Context: an optimization exercise on an open-source flow, tuned for small area. The choices shown serve that exercise and are no tape-out recipe.
Only simulation tests tie the RTL to the original design; equivalence was not proved.
No activity file was given, so power comes from the tool's default toggle rates. No driver is modelled on the clock port, so clocking that relies on it looks cheaper here than on a real chip.

Setup of harbor:
## fc_output_collector
module fc_output_collector #(
    parameter int N_NEURONS = fc_output_collector_pkg::N_HIDDEN,
    parameter int DATA_W    = fc_output_collector_pkg::DATA_W_DEF,
    parameter bit RELU_EN   = 1'b1,
    parameter int CNT_W     = fc_output_collector_pkg::CNT_W_DEF
) (
    input  logic                  clk,
    input  logic                  reset,
    input  logic [DATA_W-1:0]     s_data,
    input  logic                  s_valid,
    input  logic                  s_done,
    output logic                  m_start,
    output logic [DATA_W-1:0]     m_data,
    output logic                  m_valid,
    output logic                  frame_done,
    output logic                  busy,
    output logic                  err_short,
    output logic                  err_drop
);
For scale: about 4,400 cells after synthesis, ~2,000 flip-flops, about 42 I/O pins, roughly 54,000 µm² of cells after synthesis.
Settings: LEC_CHECK=0, CAP_MARGIN=20, CORE_MARGIN=2, CORE_UTILIZATION=70, CTS_BUF_LIST=sky130_fd_sc_hd__clkbuf_16, CTS_CLUSTER_DIAMETER=80, CTS_CLUSTER_SIZE=30, SLEW_MARGIN=20; clock period 4.0 ns.
standard.sh (not shown) runs the stock make flow with config.mk's settings and CLKGATE_MAP_FILE= SYNTH_SCRIPT=/design/flow/synth_recipe.tcl, a recipe that flattens the netlist after the stock synthesis.
==> flow/flow/run.sh <==
#!/bin/bash
# Layout flow: the standard ORFS flow (standard.sh) with two changes:
# port buffers use the smallest buffer cell, and clock tree synthesis uses
# larger sink clusters of clkbuf_16 and inserts no dummy loads.
set -euo pipefail
CTS="-sink_clustering_enable -repair_clock_nets -sink_clustering_size 36 -sink_clustering_max_diameter 60 -buf_list sky130_fd_sc_hd__clkbuf_16 -dont_use_dummy_load"
bash standard.sh \
  "BUFFER_PORTS_ARGS=-buffer_cell sky130_fd_sc_hd__buf_1" \
  "CTS_ARGS=$CTS" \
  finish > orfs_make.log 2>&1
harbor did not stop at any stage, and its layout met the timing, design-rule and antenna checks.
For tundra, these inputs were changed with respect to harbor:
Settings: setting GPL_TIMING_DRIVEN to 0 for the first time; changing CAP_MARGIN from 20 to 0; changing CORE_UTILIZATION from 70 to 40; changing SLEW_MARGIN from 20 to 0.
==> flow/run.sh (new file) <==
#!/bin/bash
# synth_recipe.tcl (not shown) runs the flow's synth.tcl, then flattens the netlist and writes it again
# the make line also repeats each setting of config.mk as NAME=value (left out here)
make -C /OpenROAD-flow-scripts/flow DESIGN_CONFIG=/design/flow/config.mk WORK_HOME=/design/flow/orfs CLKGATE_MAP_FILE= SYNTH_SCRIPT=/design/flow/synth_recipe.tcl finish
removed: flow/flow/run.sh
removed: flow/standard.sh
## What came out
From harbor to tundra, number of port buffers did not move at all.
tundra vs. harbor: non-clock buffer count increased by 390% relative to the old numbers, fraction of area in registers shows a reduction of 2.5 points, initial cell density of the core fell 30 points, utilization lost 30 points.
diff inputs: tundra => zinc
Settings: CORE_UTILIZATION now 60, was 40; CAP_MARGIN now 20, was 0; SLEW_MARGIN now 20, was 0; GPL_TIMING_DRIVEN no longer set, was 0.
==> flow/flow/run.sh (new file) <==
#!/bin/bash
# Layout flow: the standard ORFS flow (standard.sh) with two changes:
# port buffers use the smallest buffer cell, and clock tree synthesis uses
# larger sink clusters of clkbuf_16 and inserts no dummy loads.
set -euo pipefail
CTS="-sink_clustering_enable -repair_clock_nets -sink_clustering_size 36 -sink_clustering_max_diameter 80 -buf_list sky130_fd_sc_hd__clkbuf_16 -dont_use_dummy_load"
bash standard.sh \
  "BUFFER_PORTS_ARGS=-buffer_cell sky130_fd_sc_hd__buf_1" \
  "CTS_ARGS=$CTS" \
  finish > orfs_make.log 2>&1
==> flow/standard.sh (new file) <==
#!/bin/bash
# synth_recipe.tcl (not shown) runs the flow's synth.tcl, then flattens the netlist and writes it again
# the make line also repeats each setting of config.mk as NAME=value (left out here)
make -C /OpenROAD-flow-scripts/flow DESIGN_CONFIG=/design/flow/config.mk WORK_HOME=/design/flow/orfs CLKGATE_MAP_FILE= SYNTH_SCRIPT=/design/flow/synth_recipe.tcl "${@:-finish}"
removed: flow/run.sh
Notes after the runs:
Comparing zinc and tundra, number of DRC violations after detailed-routing iteration 0 is lower on tundra. Measured against each other, zinc and tundra differ in part of the cycle the worst path needs, the higher figure coming from tundra. zinc | stages: all done | timing, DRC, antenna: all pass. Actual transition at the worst max-transition pin delta for zinc relative to tundra: 0.16 ns higher. zinc against tundra: average detailed-routed wire length per instance down 1.1 µm, portion of total power attributed to sequential cells up 2.7 points.
What amber does differently from zinc at the input level:
Settings: CTS_CLUSTER_SIZE removed (was 30); CTS_BUF_LIST removed (was sky130_fd_sc_hd__clkbuf_16); CAP_MARGIN changed from 20 to 0; SLEW_MARGIN changed from 20 to 0; CTS_CLUSTER_DIAMETER removed (was 80).
==> flow/flow/run.sh <==
#!/bin/bash
# Layout flow: the standard ORFS flow (standard.sh) with these changes:
# port buffers use the smallest buffer cell; clock tree synthesis uses
# larger sink clusters of clkbuf_16 and inserts no dummy loads; global
# placement is not timing driven, and synthesis buffers are removed before it
# so that the resize step buffers the design.
set -euo pipefail
HERE=$(pwd)
CTS="-sink_clustering_enable -repair_clock_nets -sink_clustering_size 36 -sink_clustering_max_diameter 80 -buf_list sky130_fd_sc_hd__clkbuf_16 -dont_use_dummy_load"
bash standard.sh \
  "BUFFER_PORTS_ARGS=-buffer_cell sky130_fd_sc_hd__buf_1" \
  "CTS_ARGS=$CTS" \
  "GPL_TIMING_DRIVEN=0" \
  "PRE_GLOBAL_PLACE_TCL=$HERE/flow/pre_gpl.tcl" \
  finish > orfs_make.log 2>&1
==> flow/flow/pre_gpl.tcl (new file) <==
remove_buffers
[summary]
- amber vs zinc, combinational share of power went up by 0.3 points.
- In the flow results for zinc and amber, the area growth from synthesis to layout is smaller on zinc.
- There was hardly any difference in portion of total power attributed to the clock network between zinc and amber.
- Sequential power: zinc vs amber, no meaningful difference
- Non-clock buffer count: amber vs zinc identical
- Diff zinc and amber: setup slack higher in zinc
- Against zinc, amber comes in 0.055 ns lower on hold slack.

* * *

Setup of oak:
fc_output_collector again, from the RTL that the note above started with.
==> flow/config.mk <==
export PLATFORM = sky130hd
export DESIGN_NAME = fc_output_collector
export DESIGN_NICKNAME = fc_output_collector
export VERILOG_FILES = /design/flow/design.v
export SDC_FILE = /design/flow/constraint.sdc
export NUM_CORES = 4
export LEC_CHECK = 0
export CAP_MARGIN = 20
export CORE_MARGIN = 2
export CORE_UTILIZATION = 60
export CTS_BUF_LIST = sky130_fd_sc_hd__clkbuf_16
export CTS_CLUSTER_DIAMETER = 80
export CTS_CLUSTER_SIZE = 30
export SLEW_MARGIN = 20
==> flow/constraint.sdc <==
create_clock -name core_clock -period 4.0 [get_ports {clk}]
set_input_delay 0.8000 -clock core_clock [delete_from_list [all_inputs] [get_ports {clk}]]
set_output_delay 0.8000 -clock core_clock [all_outputs]
set_load 0.01 [all_outputs]
==> flow/flow/run.sh <==
#!/bin/bash
# Layout flow: the standard ORFS flow (standard.sh) with two changes:
# port buffers use the smallest buffer cell, and clock tree synthesis uses
# larger sink clusters of clkbuf_16 and inserts no dummy loads.
set -euo pipefail
CTS="-sink_clustering_enable -repair_clock_nets -sink_clustering_size 33 -sink_clustering_max_diameter 80 -buf_list sky130_fd_sc_hd__clkbuf_16 -dont_use_dummy_load"
bash standard.sh \
  "BUFFER_PORTS_ARGS=-buffer_cell sky130_fd_sc_hd__buf_1" \
  "CTS_ARGS=$CTS" \
  finish > orfs_make.log 2>&1
Input-level comparison between pine and oak:
# oak
export LEC_CHECK = 0
export CAP_MARGIN = 20
export CORE_MARGIN = 2
export CORE_UTILIZATION = 60
export CTS_BUF_LIST = sky130_fd_sc_hd__clkbuf_16
export CTS_CLUSTER_DIAMETER = 80
export CTS_CLUSTER_SIZE = 30
export SLEW_MARGIN = 20
create_clock -name core_clock -period 4.0 [get_ports {clk}]
# pine
export LEC_CHECK = 0
export CAP_MARGIN = 20
export CORE_MARGIN = 2
export CORE_UTILIZATION = 70
export CTS_BUF_LIST = sky130_fd_sc_hd__clkbuf_16
export CTS_CLUSTER_DIAMETER = 80
export CTS_CLUSTER_SIZE = 30
export SLEW_MARGIN = 20
create_clock -name core_clock -period 4.0 [get_ports {clk}]
==> flow/flow/run.sh <==
#!/bin/bash
# Layout flow: the standard ORFS flow (standard.sh) with two changes:
# port buffers use the smallest buffer cell, and clock tree synthesis uses
# larger sink clusters of clkbuf_16 and inserts no dummy loads.
set -euo pipefail
CTS="-sink_clustering_enable -repair_clock_nets -sink_clustering_size 40 -sink_clustering_max_diameter 50 -buf_list sky130_fd_sc_hd__clkbuf_16 -dont_use_dummy_load"
bash standard.sh \
  "BUFFER_PORTS_ARGS=-buffer_cell sky130_fd_sc_hd__buf_1" \
  "CTS_ARGS=$CTS" \
  finish > orfs_make.log 2>&1
==> comparison <==
oak vs pine, critical setup path kind: flop to output port vs flop to flop
pine went all the way through synthesis, placement and routing and the layout is clean on timing, DRC and antenna.
The synthesized area of pine and that of oak are within noise of each other.
As far as sequential cell count goes, oak and pine are indistinguishable; the numbers are identical.
Diff oak -> pine: global-route usage now larger, combinational power share now smaller.
[inputs] birch vs pine
# pine
export LEC_CHECK = 0
export CAP_MARGIN = 20
export CORE_MARGIN = 2
export CORE_UTILIZATION = 70
export CTS_BUF_LIST = sky130_fd_sc_hd__clkbuf_16
export CTS_CLUSTER_DIAMETER = 80
export CTS_CLUSTER_SIZE = 30
export SLEW_MARGIN = 20
create_clock -name core_clock -period 4.0 [get_ports {clk}]
# birch
export LEC_CHECK = 0
export CAP_MARGIN = 20
export CORE_MARGIN = 2
export CORE_UTILIZATION = 40
export CTS_BUF_LIST = sky130_fd_sc_hd__clkbuf_16
export CTS_CLUSTER_DIAMETER = 80
export CTS_CLUSTER_SIZE = 30
export SLEW_MARGIN = 20
create_clock -name core_clock -period 4.0 [get_ports {clk}]
==> flow/flow/run.sh <==
#!/bin/bash
# Layout flow: the standard ORFS flow (standard.sh) with two changes:
# port buffers use the smallest buffer cell, and clock tree synthesis uses
# larger sink clusters of clkbuf_16 and inserts no dummy loads.
set -euo pipefail
CTS="-sink_clustering_enable -repair_clock_nets -sink_clustering_size 36 -sink_clustering_max_diameter 80 -buf_list sky130_fd_sc_hd__clkbuf_16 -dont_use_dummy_load"
bash standard.sh \
  "BUFFER_PORTS_ARGS=-buffer_cell sky130_fd_sc_hd__buf_1" \
  "CTS_ARGS=$CTS" \
  finish > orfs_make.log 2>&1
==> run summary <==
- Area taken by flip-flops and latches essentially unchanged between pine and birch.
- Measured against each other, pine and birch differ in non-clock buffer count, the lower figure coming from pine.
- The portion of total power attributed to the clock network number comes out lower for birch vs pine.
- On fmax, pine and birch are basically level.
- Compared to pine, the router laid down less metal wire for birch.
- Going from pine to birch, minimum setup slack in the final design shows a reduction of 0.0063 ns; number of clock-tree buffers in the layout shows a reduction of 72.
--- input diff birch..maple ---
# birch
export LEC_CHECK = 0
export CAP_MARGIN = 20
export CORE_MARGIN = 2
export CORE_UTILIZATION = 40
export CTS_BUF_LIST = sky130_fd_sc_hd__clkbuf_16
export CTS_CLUSTER_DIAMETER = 80
export CTS_CLUSTER_SIZE = 30
export SLEW_MARGIN = 20
create_clock -name core_clock -period 4.0 [get_ports {clk}]
# maple
export LEC_CHECK = 0
export CAP_MARGIN = 20
export CORE_MARGIN = 2
export CORE_UTILIZATION = 70
export CTS_BUF_LIST = sky130_fd_sc_hd__clkbuf_16
export CTS_CLUSTER_DIAMETER = 80
export CTS_CLUSTER_SIZE = 30
export SLEW_MARGIN = 20
create_clock -name core_clock -period 4.0 [get_ports {clk}]
==> flow/flow/run.sh <==
#!/bin/bash
# Layout flow: the standard ORFS flow (standard.sh) with two changes:
# port buffers use the smallest buffer cell, and clock tree synthesis uses
# larger sink clusters of clkbuf_16 and inserts no dummy loads.
set -euo pipefail
CTS="-sink_clustering_enable -repair_clock_nets -sink_clustering_size 33 -sink_clustering_max_diameter 80 -buf_list sky130_fd_sc_hd__clkbuf_16 -dont_use_dummy_load"
bash standard.sh \
  "BUFFER_PORTS_ARGS=-buffer_cell sky130_fd_sc_hd__buf_1" \
  "CTS_ARGS=$CTS" \
  finish > orfs_make.log 2>&1
[summary]
Relative to birch, routed length per placed instance has increased by about 20% in maple. In maple, worst clock skew on the final layout is lower than in birch. Die size: maple is under birch.
Here is what was changed in the inputs of cedar compared with maple.
# maple
export LEC_CHECK = 0
export CAP_MARGIN = 20
export CORE_MARGIN = 2
export CORE_UTILIZATION = 70
export CTS_BUF_LIST = sky130_fd_sc_hd__clkbuf_16
export CTS_CLUSTER_DIAMETER = 80
export CTS_CLUSTER_SIZE = 30
export SLEW_MARGIN = 20
create_clock -name core_clock -period 4.0 [get_ports {clk}]
# cedar
export LEC_CHECK = 0
export CAP_MARGIN = 20
export CORE_MARGIN = 2
export CORE_UTILIZATION = 40
export CTS_BUF_LIST = sky130_fd_sc_hd__clkbuf_16
export CTS_CLUSTER_DIAMETER = 80
export CTS_CLUSTER_SIZE = 30
export SLEW_MARGIN = 20
create_clock -name core_clock -period 4.0 [get_ports {clk}]
==> flow/flow/run.sh <==
#!/bin/bash
# Layout flow: the standard ORFS flow (standard.sh) with two changes:
# port buffers use the smallest buffer cell, and clock tree synthesis uses
# larger sink clusters of clkbuf_16 and inserts no dummy loads.
set -euo pipefail
CTS="-sink_clustering_enable -repair_clock_nets -sink_clustering_size 30 -sink_clustering_max_diameter 80 -buf_list sky130_fd_sc_hd__clkbuf_16 -dont_use_dummy_load"
bash standard.sh \
  "BUFFER_PORTS_ARGS=-buffer_cell sky130_fd_sc_hd__buf_1" \
  "CTS_ARGS=$CTS" \
  finish > orfs_make.log 2>&1
==> comparison <==
- Diff maple -> cedar: top achievable clock speed lost 3.5 MHz; async set-or-reset flop fraction in the synthesized netlist neither gained nor lost much.
- Per the comparison of cedar with maple, sequential share of layout area moved down; worst IR drop on VDD lost 21%; proportion of cell area occupied by multi-input gates went down 0.51 points; global-route usage over all layers dropped 9.2 points; setup slack fell 0.016 ns.

* * *

Starting RTL as in the previous note.
clock: 4.0 ns
lec_check: 0
cap_margin: 20
core_margin: 2
core_utilization: 60
slew_margin: 20
==> flow/flow/run.sh <==
#!/bin/bash
# Layout flow: the standard ORFS flow (standard.sh) with these changes:
# - port buffers use the smallest buffer cell;
# - after global placement, flow/fanout_tree.tcl rebuilds the buffer trees of
#   the two shift-register control nets as one level of clustered buf_4s;
# - clock tree synthesis uses larger sink clusters of clkbuf_16 and inserts
#   no dummy loads.
# make's output goes to orfs_make.log; each ORFS step logs under orfs/logs.
set -euo pipefail
HERE=$(pwd)
CTS="-sink_clustering_enable -repair_clock_nets -sink_clustering_size 18 -sink_clustering_max_diameter 70 -buf_list sky130_fd_sc_hd__clkbuf_8 -dont_use_dummy_load"
bash standard.sh \
  "BUFFER_PORTS_ARGS=-buffer_cell sky130_fd_sc_hd__buf_1" \
  "POST_GLOBAL_PLACE_TCL=$HERE/flow/fanout_tree.tcl" \
  "CTS_ARGS=$CTS" \
  finish > orfs_make.log 2>&1
Other scripts of this flow, unchanged in this note and not shown: flow/flow/fanout_tree.tcl
The baseline completed without violations.
Rerun with:
--- a/flow/flow/run.sh
+++ b/flow/flow/run.sh
@@ -11 +11 @@
-CTS="-sink_clustering_enable -repair_clock_nets -sink_clustering_size 18 -sink_clustering_max_diameter 70 -buf_list sky130_fd_sc_hd__clkbuf_8 -dont_use_dummy_load"
+CTS="-sink_clustering_enable -repair_clock_nets -sink_clustering_size 22 -sink_clustering_max_diameter 90 -buf_list sky130_fd_sc_hd__clkbuf_8 -dont_use_dummy_load"
CORE_UTILIZATION = 70   (was 60)
- design area goes down by 0.80%
- setup slack improves by 72 ps
- area after synthesis does not change
- total power falls by 1.4%
- core utilization climbs by 9.8 points
- die area is lower by 14%
- synthesized cell count stays the same
- maximum frequency climbs by 3.3%
- final cell count decreases by 2.9%
- hold slack gains 78 ps
- clock power decreases by 7.9%
Rerun with:
--- a/flow/flow/run.sh
+++ b/flow/flow/run.sh
@@ -11 +11 @@
-CTS="-sink_clustering_enable -repair_clock_nets -sink_clustering_size 22 -sink_clustering_max_diameter 90 -buf_list sky130_fd_sc_hd__clkbuf_8 -dont_use_dummy_load"
+CTS="-sink_clustering_enable -repair_clock_nets -sink_clustering_size 35 -sink_clustering_max_diameter 80 -buf_list sky130_fd_sc_hd__clkbuf_16 -dont_use_dummy_load"
CORE_UTILIZATION = 60   (was 70)
Total power increases by 2.2%.
Final area increases by 0.84%.
Via count decreases by 2.8%.
Hold slack improves by 74 ps.
Setup slack improves by 72 ps.
Combinational power decreases by about 2%.
Global-route usage decreases by 3.6 points.

[static timing again, ports no longer ideal]
No port has a modelled driver above. Below, the same layouts with a new extraction and two added sets of constraints.
Step 1 (the two cells are an assumption about what drives the block):
set clk [get_ports {clk}]
set_driving_cell -lib_cell sky130_fd_sc_hd__clkbuf_16 $clk
set_driving_cell -lib_cell sky130_fd_sc_hd__buf_2 [delete_from_list [all_inputs] $clk]
Step 2 adds t to the input delays and takes it off the output delays; t is the mean of the earliest and latest rising clock arrival at the registers after step 1. Input paths then give back, and output paths get back, about the clock's delay inside the block.
Three values: ideal, step 1, step 2; two values: the first two.
| run | t (ns) | setup WS [ns] | hold WS [ns] | worst register clock-pin slew, ns |
|---|---|---|---|---|
| harbor | 0.699 | 1.783 / 1.783 / 1.783 | 0.232 / 0.191 / 0.376 | 0.12 / 0.12 |
| tundra | 0.750 | 1.363 / 1.288 / 1.676 | 0.134 / 0.080 / 0.429 | 0.11 / 0.11 |
| zinc | 0.738 | 1.797 / 1.731 / 1.862 | 0.198 / 0.156 / 0.434 | 0.12 / 0.12 |
| amber | 0.719 | 0.320 / 0.320 / 0.320 | 0.143 / 0.106 / 0.357 | 0.12 / 0.12 |
| oak | 0.698 | 1.840 / 1.775 / 1.850 | 0.221 / 0.181 / 0.417 | 0.12 / 0.12 |
| pine | 0.758 | 1.842 / 1.776 / 1.842 | 0.188 / 0.146 / 0.396 | 0.10 / 0.10 |
| birch | 0.696 | 1.836 / 1.764 / 1.881 | 0.133 / 0.083 / 0.373 | 0.12 / 0.12 |
| maple | 0.682 | 1.834 / 1.799 / 1.834 | 0.256 / 0.215 / 0.383 | 0.12 / 0.12 |
| cedar | 0.699 | 1.817 / 1.746 / 1.860 | 0.129 / 0.080 / 0.381 | 0.11 / 0.11 |
| the first run of note 3 | 0.828 | 1.711 / 1.650 / 1.876 | 0.074 / 0.037 / 0.402 | 0.11 / 0.11 |
| the second run of note 3 | 0.785 | 1.783 / 1.720 / 1.904 | 0.152 / 0.114 / 0.413 | 0.12 / 0.12 |
| the third run of note 3 | 0.696 | 1.855 / 1.812 / 1.855 | 0.226 / 0.187 / 0.428 | 0.12 / 0.12 |
After both steps every run listed still meets setup and hold.
